This is an optimization exercise on Yosys and OpenROAD, whose aim is small area, a short achievable clock period and few clock cycles, not a production implementation. Where RTL was checked, it was by simulation tests only, not by an equivalence proof against the original. Power and IR drop assume default switching activity.

## old
Design depth_rainbow_colormap_unit, start of the top module:
module depth_rainbow_colormap_unit
#(
    parameter int DEPTH_BITS = 24
) (
    input  logic                 i_clk,
    input  logic                 i_rst_n,
    input  logic                 i_depth_valid,
    output logic                 o_depth_ready,
    input  logic [DEPTH_BITS-1:0] i_depth,
    output logic                 o_pixel_valid,
    input  logic                 i_pixel_ready,
    output logic [7:0]           o_blue,
    output logic [7:0]           o_green,
    output logic [7:0]           o_red,
    input  logic                 i_cfg_we,
    input  logic [drcm_pkg::CFG_IDX_W-1:0] i_cfg_idx,
    input  logic [drcm_pkg::DIST_W-1:0]    i_cfg_data
);
    localparam logic [10:1] CUTS = 10'b1111111111;
    localparam int NSTEP = 10;
    localparam logic [1:0] C_DIV = 2'd0, C_ZERO = 2'd1, C_FULL = 2'd2, C_BLACK = 2'd3;
    logic [15:0] r_near;
    logic [15:0] r_far;
    logic [15:0] r_den;
    logic        r_ok;
    logic [16:0] den_full;
    always_ff @(posedge i_clk) begin
        if (!i_rst_n) begin
            r_near <= 16'd0;
            r_far  <= 16'd10000;
        end else if (i_cfg_we) begin
            if (i_cfg_idx[0]) r_far  <= i_cfg_data;
  ...
Size: ~320 flip-flops, about 0.021 mm^2 of cells after synthesis.
export LEC_CHECK = 0
export ABC_AREA = 1
export CAP_MARGIN = 20
export CORE_MARGIN = 2
export CORE_UTILIZATION = 60
export CTS_CLUSTER_DIAMETER = 100
export CTS_CLUSTER_SIZE = 20
export SETUP_SLACK_MARGIN = 3.2
export SLEW_MARGIN = 20
export SYNTH_MEMORY_MAX_BITS = 16384
export BUFFER_PORTS_ARGS = -buffer_cell sky130_fd_sc_hd__buf_2
create_clock -name core_clock -period 6.0 [get_ports {i_clk}]
standard.sh (not shown) runs the stock make flow with config.mk's settings and CLKGATE_MAP_FILE= SYNTH_SCRIPT=/design/flow/synth_recipe.tcl, a recipe that flattens the netlist after the stock synthesis.
==> flow/flow/run.sh <==
#!/bin/bash
set -euo pipefail
echo 'export BUFFER_PORTS_ARGS = -buffer_cell sky130_fd_sc_hd__buf_2' >> config.mk
bash standard.sh > standard.log 2>&1
Testbench counts of old, summed over its fixed seeds: cycles 16,088.
The following lists how new was set up differently from old:
Settings: CORE_UTILIZATION: 60 -> 65.
[summary]
- Diff old -> new: final RePlAce weighted congestion +about 2.3%; detailed-placement wirelength estimate -0.43%; power of the sequential group ~0 delta; cell-internal power -about 0.9%.

* * *

== build 17 ==
Starting RTL as in the previous note.
==> flow/design.v (excerpt) <==
module depth_rainbow_colormap_unit
#(
    parameter int DEPTH_BITS = 24
) (
    input  logic                 i_clk,
    input  logic                 i_rst_n,
    input  logic                 i_depth_valid,
    output logic                 o_depth_ready,
    input  logic [DEPTH_BITS-1:0] i_depth,
    output logic                 o_pixel_valid,
    input  logic                 i_pixel_ready,
    output logic [7:0]           o_blue,
    output logic [7:0]           o_green,
    output logic [7:0]           o_red,
    input  logic                 i_cfg_we,
    input  logic [drcm_pkg::CFG_IDX_W-1:0] i_cfg_idx,
    input  logic [drcm_pkg::DIST_W-1:0]    i_cfg_data
);
    localparam logic [10:1] CUTS = 10'b1111111111;
    localparam int NSTEP = 10;
    localparam logic [1:0] C_DIV = 2'd0, C_ZERO = 2'd1, C_FULL = 2'd2, C_BLACK = 2'd3;
    logic [15:0] r_near;
    logic [15:0] r_far;
    logic [15:0] r_den;
    logic        r_ok;
    logic [16:0] den_full;
    always_ff @(posedge i_clk) begin
        if (!i_rst_n) begin
            r_near <= 16'd0;
            r_far  <= 16'd10000;
        end else if (i_cfg_we) begin
            if (i_cfg_idx[0]) r_far  <= i_cfg_data;
            else              r_near <= i_cfg_data;
        end
    end
    logic den_co;
    drcm_add #(.W(16)) u_den (
        .i_a (r_far), .i_b (~r_near), .i_ci (1'b1),
        .o_s (den_full[15:0]), .o_co (den_co)
    );
    assign den_full[16] = !den_co;
    always_ff @(posedge i_clk) begin
        r_den <= den_full[15:0];
        r_ok  <= !den_full[16] && (den_full[15:0] != 16'd0);
    end
    logic en;
    assign en            = !o_pixel_valid || i_pixel_ready;
    assign o_depth_ready = en;
    logic        in_black;
    logic        in_high;
    logic [16:0] in_diff;
    logic        r1_v;
    logic        r1_black;
    logic        r1_high;
    logic        r1_below;
    logic [15:0] r1_diff;
    assign in_black = i_depth[DEPTH_BITS-1] || (i_depth == '0);
    assign in_high  = |i_depth[DEPTH_BITS-2:16];
    logic in_co;
    drcm_add #(.W(16)) u_diff (
        .i_a (i_depth[15:0]), .i_b (~r_near), .i_ci (1'b1),
        .o_s (in_diff[15:0]), .o_co (in_co)
    );
    assign in_diff[16] = !in_co;
    always_ff @(posedge i_clk) begin
        if (!i_rst_n)  r1_v <= 1'b0;
        else if (en)   r1_v <= i_depth_valid;
    end
    always_ff @(posedge i_clk) begin
        if (en) begin
  ...
==> flow/config.mk <==
export PLATFORM = sky130hd
export DESIGN_NAME = depth_rainbow_colormap_unit
export DESIGN_NICKNAME = depth_rainbow_colormap_unit
export VERILOG_FILES = /design/flow/design.v
export SDC_FILE = /design/flow/constraint.sdc
export NUM_CORES = 4
export LEC_CHECK = 0
export ABC_AREA = 1
export CAP_MARGIN = 20
export CORE_MARGIN = 2
export CORE_UTILIZATION = 60
export CTS_CLUSTER_DIAMETER = 100
export CTS_CLUSTER_SIZE = 20
export SETUP_SLACK_MARGIN = 3.3
export SLEW_MARGIN = 20
export SYNTH_MEMORY_MAX_BITS = 16384
export BUFFER_PORTS_ARGS = -buffer_cell sky130_fd_sc_hd__buf_2
==> flow/constraint.sdc <==
create_clock -name core_clock -period 6.0 [get_ports {i_clk}]
set_input_delay 1.2000 -clock core_clock [delete_from_list [all_inputs] [get_ports {i_clk}]]
set_output_delay 1.2000 -clock core_clock [all_outputs]
set_load 0.01 [all_outputs]
Scripts as last shown in full above: flow/flow/run.sh
Build 17 | status: complete | timing, DRC, antenna: pass
Testbench counts of build 17, summed over its fixed seeds: cycles 16,088.
Input-level comparison between build 11 and build 17:
- CTS_CLUSTER_DIAMETER removed (was 100)
- SETUP_SLACK_MARGIN changed from 3.3 to 2.9
- CTS_CLUSTER_SIZE removed (was 20)
Findings:
Going from build 17 to build 11, the wire length of the first global-routing pass was found to have gone up by 1.4%. Compared with build 17, build 11 shows areal power density over the cells that has gone up by a few percent. Sort build 17 and build 11 by share of cells above drive strength 1 desc -> top: build 17. Standard cell area after detailed placement of build 11 is on par with build 17.
Setup changes, build 11 to build 64
- swapping 2.9 for 3.3 in SETUP_SLACK_MARGIN
- putting CTS_CLUSTER_SIZE at 20 where nothing was set
- putting ABC_CLOCK_PERIOD_IN_PS at 2900 where nothing was set
- putting TNS_END_PERCENT at 5 where nothing was set
- putting CTS_CLUSTER_DIAMETER at 100 where nothing was set
--- outcome ---
- Relative to build 11, the upper clock frequency limit of build 64 is higher by about 7%.
- Delta (build 64 minus build 11): depth of the most critical reg-to-reg path moved up, final critical-path required period fell 0.21 ns, number of filler cells placed in the layout increased 75, total area of multi-input combinational cells increased about 1%, wire length roughly the same.
- Design area, build 64 vs build 11: down slightly
- Changes observed in build 64 relative to build 11: number of DRC markers in iteration 0 higher, via count higher, switching power as a share of total power higher.

* * *

depth_rainbow_colormap_unit, a different RTL version from the one above (not shown whole).
For scale: about 2300 cells after synthesis, about 320 flip-flops, about 72 I/O pins.
Design depth_rainbow_colormap_unit, start of the top module:
module depth_rainbow_colormap_unit
#(
    parameter int DEPTH_BITS = 24
) (
    input  logic                 i_clk,
    input  logic                 i_rst_n,
    input  logic                 i_depth_valid,
    output logic                 o_depth_ready,
    input  logic [DEPTH_BITS-1:0] i_depth,
    output logic                 o_pixel_valid,
    input  logic                 i_pixel_ready,
    output logic [7:0]           o_blue,
    output logic [7:0]           o_green,
    output logic [7:0]           o_red,
    input  logic                 i_cfg_we,
    input  logic [drcm_pkg::CFG_IDX_W-1:0] i_cfg_idx,
    input  logic [drcm_pkg::DIST_W-1:0]    i_cfg_data
);
    localparam logic [10:1] CUTS = 10'b1111111111;
    localparam int NSTEP = 10;
    localparam logic [1:0] C_DIV = 2'd0, C_ZERO = 2'd1, C_FULL = 2'd2, C_BLACK = 2'd3;
    logic [15:0] r_near;
    logic [15:0] r_far;
    logic [15:0] r_den;
    logic        r_ok;
    logic [16:0] den_full;
    always_ff @(posedge i_clk) begin
        if (!i_rst_n) begin
            r_near <= 16'd0;
            r_far  <= 16'd10000;
        end else if (i_cfg_we) begin
            if (i_cfg_idx[0]) r_far  <= i_cfg_data;
            else              r_near <= i_cfg_data;
        end
    end
    assign den_full = {1'b0, r_far} - {1'b0, r_near};
    always_ff @(posedge i_clk) begin
        r_den <= den_full[15:0];
  ...
export LEC_CHECK = 0
export CAP_MARGIN = 20
export CORE_MARGIN = 2
export CORE_UTILIZATION = 40
export SETUP_SLACK_MARGIN = 2.0
export SLEW_MARGIN = 20
export SYNTH_MEMORY_MAX_BITS = 16384
create_clock -name core_clock -period 6.0 [get_ports {i_clk}]
run.sh (not shown) runs the stock make flow with config.mk's settings and CLKGATE_MAP_FILE= SYNTH_SCRIPT=/design/flow/synth_recipe.tcl, a recipe that flattens the netlist after the stock synthesis.
Stock flow here: none of the scripts above is used.
Edit:
--- a/flow/config.mk
+++ b/flow/config.mk
@@ -6,8 +6,9 @@
 export NUM_CORES = 4
 export LEC_CHECK = 0
+export ABC_CLOCK_PERIOD_IN_PS = 2500
 export CAP_MARGIN = 20
 export CORE_MARGIN = 2
 export CORE_UTILIZATION = 40
-export SETUP_SLACK_MARGIN = 2.0
+export SETUP_SLACK_MARGIN = 3.3
 export SLEW_MARGIN = 20
 export SYNTH_MEMORY_MAX_BITS = 16384
Effect: Die area is unchanged; via count goes up by about 11%; total power goes up by about 33%; sequential share of layout area goes down by 6.4 points; cell area goes up by about 22%; utilization goes up by 10 points; cell count goes up by 8.5%; clock-buffer cell count goes down by 2; worst setup slack improves by 680 ps; wire length goes up by 24%; fmax goes up by about 20%.
No functional check of the RTL was part of any run of this note.

* * *

Setup of job 2358:
RTL: one of the versions met above, not the one the previous note started from.
Size: roughly 2,700 cells after synthesis, ~320 flip-flops, ~21,000 um2 of cells after synthesis.
## depth_rainbow_colormap_unit
module depth_rainbow_colormap_unit
#(
    parameter int DEPTH_BITS = 24
) (
    input  logic                 i_clk,
    input  logic                 i_rst_n,
    input  logic                 i_depth_valid,
    output logic                 o_depth_ready,
    input  logic [DEPTH_BITS-1:0] i_depth,
    output logic                 o_pixel_valid,
    input  logic                 i_pixel_ready,
    output logic [7:0]           o_blue,
    output logic [7:0]           o_green,
    output logic [7:0]           o_red,
    input  logic                 i_cfg_we,
    input  logic [drcm_pkg::CFG_IDX_W-1:0] i_cfg_idx,
    input  logic [drcm_pkg::DIST_W-1:0]    i_cfg_data
);
export LEC_CHECK = 0
export ABC_AREA = 1
export CAP_MARGIN = 20
export CORE_MARGIN = 2
export CORE_UTILIZATION = 60
export CTS_CLUSTER_DIAMETER = 90
export CTS_CLUSTER_SIZE = 25
export SETUP_SLACK_MARGIN = 3.2
export SLEW_MARGIN = 20
export SYNTH_MEMORY_MAX_BITS = 16384
export BUFFER_PORTS_ARGS = -buffer_cell sky130_fd_sc_hd__buf_2
create_clock -name core_clock -period 6.0 [get_ports {i_clk}]
standard.sh (not shown) runs the stock make flow with config.mk's settings and CLKGATE_MAP_FILE= SYNTH_SCRIPT=/design/flow/synth_recipe.tcl, a recipe that flattens the netlist after the stock synthesis.
Scripts as last shown in full above: flow/flow/run.sh
Having completed the whole flow, job 2358 delivered a layout that passed the timing, DRC and antenna checks.
Testbench counts of job 2358, summed over its fixed seeds: cycles 16,088.
Input-level comparison between job 4694 and job 2358:
# job 2358
export LEC_CHECK = 0
export ABC_AREA = 1
export CAP_MARGIN = 20
export CORE_MARGIN = 2
export CORE_UTILIZATION = 60
export CTS_CLUSTER_DIAMETER = 90
export CTS_CLUSTER_SIZE = 25
export SETUP_SLACK_MARGIN = 3.2
export SLEW_MARGIN = 20
export SYNTH_MEMORY_MAX_BITS = 16384
export BUFFER_PORTS_ARGS = -buffer_cell sky130_fd_sc_hd__buf_2
create_clock -name core_clock -period 6.0 [get_ports {i_clk}]
# job 4694
export LEC_CHECK = 0
export CAP_MARGIN = 20
export CORE_MARGIN = 2
export CORE_UTILIZATION = 60
export CTS_BUF_LIST = sky130_fd_sc_hd__clkbuf_4
export SETUP_SLACK_MARGIN = 2.9
export SLEW_MARGIN = 20
export SYNTH_MEMORY_MAX_BITS = 16384
export BUFFER_PORTS_ARGS = -buffer_cell sky130_fd_sc_hd__buf_2
create_clock -name core_clock -period 6.0 [get_ports {i_clk}]
Results
Post-synthesis sequential area ratio: job 4694 vs job 2358 up 1.9 points
Diff job 2358 -> job 4694: stage delay of the slowest cell on the critical path went up; proportion of cell area occupied by multi-input gates went up; die area went down.
The lower number of H-tree levels came out of job 2358.
Going from job 2358 to job 4694, final design instance area without fill grows by 2800 um2.
Looking at non-clock buffer count, job 4694 sits 116 above job 2358.
Worst setup slack in job 4694 vs job 2358: down 0.95 ns
Diff job 2358 -> job 4694 | tap cell count | decrease of 2.9%
Of job 4694 and job 2358, the run reporting the higher clock latency at the later pin of the worst-skew pair was job 4694.
Here is what was changed in the inputs of job 6065 compared with job 4694.
# job 4694
export LEC_CHECK = 0
export CAP_MARGIN = 20
export CORE_MARGIN = 2
export CORE_UTILIZATION = 60
export CTS_BUF_LIST = sky130_fd_sc_hd__clkbuf_4
export SETUP_SLACK_MARGIN = 2.9
export SLEW_MARGIN = 20
export SYNTH_MEMORY_MAX_BITS = 16384
export BUFFER_PORTS_ARGS = -buffer_cell sky130_fd_sc_hd__buf_2
create_clock -name core_clock -period 6.0 [get_ports {i_clk}]
# job 6065
export LEC_CHECK = 0
export ABC_AREA = 1
export CAP_MARGIN = 20
export CORE_MARGIN = 2
export CORE_UTILIZATION = 60
export SETUP_SLACK_MARGIN = 2.9
export SLEW_MARGIN = 20
export SYNTH_MEMORY_MAX_BITS = 16384
create_clock -name core_clock -period 6.0 [get_ports {i_clk}]
==> flow/run.sh (new file) <==
#!/bin/bash
# synth_recipe.tcl (not shown) runs the flow's synth.tcl, then flattens the netlist and writes it again
# the make line also repeats each setting of config.mk as NAME=value (left out here)
make -C /OpenROAD-flow-scripts/flow DESIGN_CONFIG=/design/flow/config.mk WORK_HOME=/design/flow/orfs CLKGATE_MAP_FILE= SYNTH_SCRIPT=/design/flow/synth_recipe.tcl finish
removed: flow/flow/run.sh
removed: flow/standard.sh
### Flow results
Job 6065 completed; timing, DRC and antenna clean. Run comparison: job 6065 startpoint of the most critical setup path i_pixel_ready; job 4694 startpoint of the most critical setup path g_link[8].g_reg.g_data.rr[0]. Going from job 4694 to job 6065, critical path depth went down; full die area went up; detailed-route wire length went down; overall power of the completed layout went down. Looking at library cell contributing the largest single delay on the critical path, the sky130_fd_sc_hd__edfxtp_1 result is from job 4694; the sky130_fd_sc_hd__dlygate4sd2_1 one comes from job 6065. Compared with job 4694, job 6065 shows a lower non-clock buffer count in the final layout.
> inputs changed (job 6065 -> job 9657)
# job 6065
export LEC_CHECK = 0
export ABC_AREA = 1
export CAP_MARGIN = 20
export CORE_MARGIN = 2
export CORE_UTILIZATION = 60
export SETUP_SLACK_MARGIN = 2.9
export SLEW_MARGIN = 20
export SYNTH_MEMORY_MAX_BITS = 16384
create_clock -name core_clock -period 6.0 [get_ports {i_clk}]
# job 9657
export LEC_CHECK = 0
export ABC_AREA = 1
export CAP_MARGIN = 10
export CORE_MARGIN = 2
export CORE_UTILIZATION = 60
export CTS_CLUSTER_DIAMETER = 100
export CTS_CLUSTER_SIZE = 20
export SETUP_SLACK_MARGIN = 3.2
export SLEW_MARGIN = 10
export SYNTH_MEMORY_MAX_BITS = 16384
export TNS_END_PERCENT = 20
export BUFFER_PORTS_ARGS = -buffer_cell sky130_fd_sc_hd__buf_2
create_clock -name core_clock -period 6.0 [get_ports {i_clk}]
==> flow/flow/run.sh (new file) <==
#!/bin/bash
set -euo pipefail
echo 'export BUFFER_PORTS_ARGS = -buffer_cell sky130_fd_sc_hd__buf_2' >> config.mk
bash standard.sh > standard.log 2>&1
==> flow/standard.sh (new file) <==
#!/bin/bash
# synth_recipe.tcl (not shown) runs the flow's synth.tcl, then flattens the netlist and writes it again
# the make line also repeats each setting of config.mk as NAME=value (left out here)
make -C /OpenROAD-flow-scripts/flow DESIGN_CONFIG=/design/flow/config.mk WORK_HOME=/design/flow/orfs CLKGATE_MAP_FILE= SYNTH_SCRIPT=/design/flow/synth_recipe.tcl "${@:-finish}"
removed: flow/run.sh
### Flow results
The pre-CTS worst setup slack in job 9657 sits 0.64 ns above the value recorded for job 6065.
Compare job 9657 and job 6065 | met2 track demand over resource lower: job 6065
Relative to job 6065, job 9657 improves headroom to the max-slew limit.
Job 6065 → job 9657: post-layout total power shrank by 7.8%, final area went down.
In job 9657 relative to job 6065, final net count had gone up slightly.
Number of iterations in the first detailed-routing pass ended up 1 higher on job 9657 than on job 6065.

## afterwards: timing with drivers on the ports
Ports are ideal in the flow. The routed layouts listed here were re-timed in OpenROAD. Step 1 (the two cells are an assumption about what drives the block):
set clk [get_ports {i_clk}]
set_driving_cell -lib_cell sky130_fd_sc_hd__clkbuf_16 $clk
set_driving_cell -lib_cell sky130_fd_sc_hd__buf_2 [delete_from_list [all_inputs] $clk]
Step 2 adds t to the input delays and takes it off the output delays; t is the mean of the earliest and latest rising clock arrival at the registers after step 1. Input paths then give back, and output paths get back, about the clock's delay inside the block. a / b / c = ideal / step 1 / step 2; a / b = the first two.
run	t, ns	setup WS [ns]	worst register clock-pin slew, ns	worst slew at a driven data input, ns
old	0.582	3.117 / 3.084 / 2.724	0.10 / 0.10	0.04
new	0.587	3.120 / 3.089 / 2.725	0.10 / 0.10	0.04
build 17	0.582	3.107 / 3.075 / 2.782	0.10 / 0.10	0.04
build 11	0.581	2.927 / 2.909 / 2.618	0.06 / 0.06	0.03
build 64	0.579	3.137 / 3.106 / 2.659	0.09 / 0.09	0.04
the first run of note 3	0.619	2.087 / 2.054 / 1.660	0.06 / 0.06	0.05
the second run of note 3	0.623	2.768 / 2.768 / 2.529	0.06 / 0.06	0.06
job 2358	0.585	3.118 / 3.085 / 2.676	0.11 / 0.11	0.04
job 4694	0.825	2.167 / 2.162 / 1.337	0.08 / 0.08	0.06
job 6065	0.603	2.921 / 2.905 / 2.455	0.07 / 0.07	0.04
job 9657	0.577	3.124 / 3.093 / 2.657	0.09 / 0.09	0.04
After both steps every run listed still meets setup and hold. For job 4694, which loses most, drivers alone change the setup slack by -0.005 ns; drivers and shift together by -0.830 ns.
